This is an optimization exercise on Yosys and OpenROAD, whose aim is small area, a short achievable clock period and few clock cycles per item, not a production implementation.
Only simulation tests tie the RTL to the original design; equivalence was not proved.

Design pulse_shape_fir, start of the top module:
module pulse_shape_fir #(
    parameter int NTAPS = fir_pkg::NTAPS,
    parameter int DW    = fir_pkg::DW,
    parameter int ACCW  = fir_pkg::ACCW
) (
    input  logic                    clk,
    input  logic                    reset_n,
    input  logic [DW-1:0]           sample_in,
    input  logic                    sample_valid,
    output logic                    ready,
    output logic [fir_pkg::CAW-1:0] coef_addr,
    input  logic [DW-1:0]           coef_in,
    output logic [DW-1:0]           y_out,
    output logic                    y_valid,
    output logic                    sample_drop
);
Size: roughly 11000 cells after synthesis.
Settings: LEC_CHECK=0, CAP_MARGIN=35, CORE_MARGIN=2, CORE_UTILIZATION=66, PLACE_DENSITY=0.76, SLEW_MARGIN=40, SYNTH_HIERARCHICAL=1; clock period 12.5 ns.
standard.sh (not shown) runs the stock make flow with config.mk's settings and CLKGATE_MAP_FILE= SYNTH_SCRIPT=/design/flow/synth_recipe.tcl, a recipe that flattens the netlist after the stock synthesis.
==> flow/flow/run.sh <==
#!/bin/bash
set -uo pipefail
source flow/knobs.sh
sed 's/yosys synth -nofsm -noshare/yosys synth -nofsm -noshare -noabc/' synth_recipe.tcl > my_synth.tcl
bash standard.sh SYNTH_SCRIPT=$PWD/my_synth.tcl SETUP_SLACK_MARGIN=$REPAIR_MARGIN_NS TNS_END_PERCENT=$TNS_PCT \
  MATCH_CELL_FOOTPRINT=0 MAX_REPAIR_ANTENNAS_ITER_DRT=$ANT_ITERS MAX_REPAIR_ANTENNAS_ITER_GRT=$ANT_ITERS "BUFFER_PORTS_ARGS=-buffer_cell $PORT_BUF" finish > flow_make.log 2>&1
rc=$?
tail -30 flow_make.log
exit $rc
==> flow/flow/knobs.sh <==
REPAIR_MARGIN_NS=8.8
TNS_PCT=100
PORT_BUF=sky130_fd_sc_hd__buf_4
ANT_ITERS=15
Testbench counts at the start, summed over its fixed seeds: cycles 5,720, items 960.
==> next run, changes <==
--- a/flow/config.mk
+++ b/flow/config.mk
@@ -8 +8 @@
-export CAP_MARGIN = 35
+export CAP_MARGIN = 30
@@ -10,3 +10,4 @@
-export CORE_UTILIZATION = 66
-export PLACE_DENSITY = 0.76
-export SLEW_MARGIN = 40
+export CORE_UTILIZATION = 58
+export CTS_CLUSTER_SIZE = 24
+export PLACE_DENSITY = 0.7
+export SLEW_MARGIN = 35
Global-route usage goes down by 7.6 points.
Setup slack is worse by 0.080 ns.
Cell area grows slightly.
Sequential share of layout area goes down by 0.11 points.
Final cell count grows by a few percent.
Non-clock buffer count fell by 1.
Register-to-register slack loses 0.05 ns.
First-iteration DRC count went down by a little under a tenth.
Clock skew is higher by 0.021 ns.

## 08-23
pulse_shape_fir, a different RTL version from the one above (not shown whole).
Size in the first run: ~13,000 cells after synthesis, about 2,400 flip-flops, about 61 I/O pins.
==> flow/design.v (excerpt) <==
module pulse_shape_fir #(
    parameter int NTAPS = fir_pkg::NTAPS,
    parameter int DW    = fir_pkg::DW,
    parameter int ACCW  = fir_pkg::ACCW
) (
    input  logic                    clk,
    input  logic                    reset_n,
    input  logic [DW-1:0]           sample_in,
    input  logic                    sample_valid,
    output logic                    ready,
    output logic [fir_pkg::CAW-1:0] coef_addr,
    input  logic [DW-1:0]           coef_in,
    output logic [DW-1:0]           y_out,
    output logic                    y_valid,
    output logic                    sample_drop
);
Settings: LEC_CHECK=0, CAP_MARGIN=20, CORE_MARGIN=2, CORE_UTILIZATION=40, PLACE_DENSITY=0.6, SLEW_MARGIN=20, SYNTH_HIERARCHICAL=1; clock period 12.5 ns.
run.sh (not shown) runs the stock make flow with config.mk's settings and CLKGATE_MAP_FILE= SYNTH_SCRIPT=/design/flow/synth_recipe.tcl, a recipe that flattens the netlist after the stock synthesis.
Stock flow here: none of the scripts above is used.
No crash in 08-23: every stage finished, but the layout fails its final checks due to antenna rules.
Testbench counts of 08-23, summed over its fixed seeds: cycles 5,704, items 960.
--- input diff 08-23..06-12 ---
==> flow/flow/run.sh (new file) <==
#!/bin/bash
set -uo pipefail
source flow/knobs.sh
sed 's/yosys synth -nofsm -noshare/yosys synth -nofsm -noshare -noabc/' synth_recipe.tcl > my_synth.tcl
bash standard.sh SYNTH_SCRIPT=$PWD/my_synth.tcl SETUP_SLACK_MARGIN=$REPAIR_MARGIN_NS TNS_END_PERCENT=$TNS_PCT finish > flow_make.log 2>&1
rc=$?
tail -30 flow_make.log
exit $rc
==> flow/flow/knobs.sh (new file) <==
REPAIR_MARGIN_NS=8.0
TNS_PCT=20
==> flow/standard.sh (new file) <==
#!/bin/bash
# synth_recipe.tcl (not shown) runs the flow's synth.tcl, then flattens the netlist and writes it again
# the make line also repeats each setting of config.mk as NAME=value (left out here)
make -C /OpenROAD-flow-scripts/flow DESIGN_CONFIG=/design/flow/config.mk WORK_HOME=/design/flow/orfs CLKGATE_MAP_FILE= SYNTH_SCRIPT=/design/flow/synth_recipe.tcl "${@:-finish}"
removed: flow/run.sh
Results
[flow] 06-12 | stages: complete | final checks: fail | reason: antenna rules. Per the comparison of 06-12 with 08-23, critical path depth dropped 8, worst hold slack across all endpoints climbed 0.041 ns. 06-12 against 08-23: wire length reported by the detailed router decreased by 12,000 microns relative to the old numbers; area growth from synthesis to layout higher; initial core utilization closely matched the old numbers; sequential share of cell area climbed 1.9 points. Sort 06-12 and 08-23 by share of the cycle needed by the critical path after routing desc -> top: 08-23. In the flow results for 06-12 and 08-23, the final critical path time including I/O delays and setup is larger on 08-23. 08-23 vs 06-12, leading cell type in the layout, fill and taps excluded: inv_1 vs dfxtp_1.

Another version of the RTL of pulse_shape_fir (not shown whole).
Size in the first run: about 11000 cells after synthesis, ~61 I/O pins, about 140000 um2 of cells after synthesis.
Design pulse_shape_fir, start of the top module:
module pulse_shape_fir #(
    parameter int NTAPS = fir_pkg::NTAPS,
    parameter int DW    = fir_pkg::DW,
    parameter int ACCW  = fir_pkg::ACCW
) (
    input  logic                    clk,
    input  logic                    reset_n,
    input  logic [DW-1:0]           sample_in,
    input  logic                    sample_valid,
    output logic                    ready,
    output logic [fir_pkg::CAW-1:0] coef_addr,
    input  logic [DW-1:0]           coef_in,
    output logic [DW-1:0]           y_out,
    output logic                    y_valid,
    output logic                    sample_drop
);
export LEC_CHECK = 0
export CAP_MARGIN = 35
export CORE_MARGIN = 2
export CORE_UTILIZATION = 70
export PLACE_DENSITY = 0.8
export SLEW_MARGIN = 40
export SYNTH_HIERARCHICAL = 1
create_clock -name core_clock -period 12.5 [get_ports {clk}]
standard.sh (not shown) runs the stock make flow with config.mk's settings and CLKGATE_MAP_FILE= SYNTH_SCRIPT=/design/flow/synth_recipe.tcl, a recipe that flattens the netlist after the stock synthesis.
==> flow/flow/run.sh <==
#!/bin/bash
set -uo pipefail
source flow/knobs.sh
sed 's/yosys synth -nofsm -noshare/yosys synth -nofsm -noshare -noabc/' synth_recipe.tcl > my_synth.tcl
bash standard.sh SYNTH_SCRIPT=$PWD/my_synth.tcl SETUP_SLACK_MARGIN=$REPAIR_MARGIN_NS TNS_END_PERCENT=$TNS_PCT \
  MATCH_CELL_FOOTPRINT=0 MAX_REPAIR_ANTENNAS_ITER_DRT=$ANT_ITERS MAX_REPAIR_ANTENNAS_ITER_GRT=$ANT_ITERS "BUFFER_PORTS_ARGS=-buffer_cell $PORT_BUF" finish > flow_make.log 2>&1
rc=$?
tail -30 flow_make.log
exit $rc
==> flow/flow/knobs.sh <==
REPAIR_MARGIN_NS=8.8
TNS_PCT=100
PORT_BUF=sky130_fd_sc_hd__buf_4
ANT_ITERS=15
Testbench counts at the start, summed over its fixed seeds: cycles 5,720, items 960.
Then changed:
CAP_MARGIN = 30   (was 35)
CORE_UTILIZATION = 58   (was 70)
CTS_BUF_LIST = sky130_fd_sc_hd__clkbuf_8   (was default)
PLACE_DENSITY = 0.7   (was 0.8)
SLEW_MARGIN = 35   (was 40)
=> Non-clock buffer count rises by 23. Sequential share of layout area stays flat. Routed wire length hardly moves. Design area barely changes. Clock skew came out higher by 0.046 ns. Core utilization came out lower by 13 points. Cell count increases by 5.5%. Worst setup slack is worse by 0.26 ns. Sequential cell count stays the same. Die area came out higher by 20%.
Then changed:
CAP_MARGIN = 35   (was 30)
CORE_UTILIZATION = 66   (was 58)
CTS_BUF_LIST = default   (was sky130_fd_sc_hd__clkbuf_8)
PLACE_DENSITY = 0.76   (was 0.7)
SLEW_MARGIN = 40   (was 35)
- The changed run went through all stages and came out clean
- cell area shrinks slightly
- maximum frequency grows by a few percent
- wire length shrinks slightly
- sequential share of layout area grows by 0.12 points
- synthesized area does not change
- synthesized cell count is unchanged
- first-iteration DRC count grows by roughly a tenth
- core utilization grows by 8.2 points
Then changed:
CAP_MARGIN = 30   (was 35)
CORE_UTILIZATION = 58   (was 66)
PLACE_DENSITY = 0.7   (was 0.76)
SLEW_MARGIN = 35   (was 40)
After rerunning: Wire length came out higher by 1.2%. Count of clock-buffer cells in the layout shrinks by 13. Worst setup slack degrades by 0.014 ns.

## port drivers added, routing unchanged
In the flow no input, the clock included, has a driving cell. The finished layouts below were timed again as built, in two steps. Step 1, drivers: a clkbuf_16 drives clk and a buf_2 each remaining input, both assumed. Step 2 also shifts input and output timing later by t, the mid clock arrival at the registers, as if the neighbouring blocks saw the same clock. a / b / c = ideal ports / drivers / drivers and shift; a / b = the first two.
run | shift t [ns] | setup WS [ns] | worst register clock-pin slew, ns
the first run of note 1 | 0.979 | 8.571 / 8.478 / 8.445 | 0.08 / 0.08
the second run of note 1 | 1.036 | 8.490 / 8.396 / 8.445 | 0.07 / 0.07
08-23 | 1.016 | 7.718 / 7.804 / 6.798 | 0.07 / 0.07
06-12 | 1.033 | 8.010 / 7.901 / 7.167 | 0.07 / 0.07
the first run of note 3 | 0.998 | 8.551 / 8.445 / 8.335 | 0.07 / 0.07
the second run of note 3 | 1.192 | 8.291 / 8.193 / 8.096 | 0.07 / 0.07
the third run of note 3 | 1.028 | 8.482 / 8.386 / 8.466 | 0.07 / 0.07
the fourth run of note 3 | 0.996 | 8.468 / 8.361 / 8.151 | 0.07 / 0.07
For 08-23, which loses most, drivers alone change the setup slack by +0.086 ns; drivers and shift together by -0.920 ns.
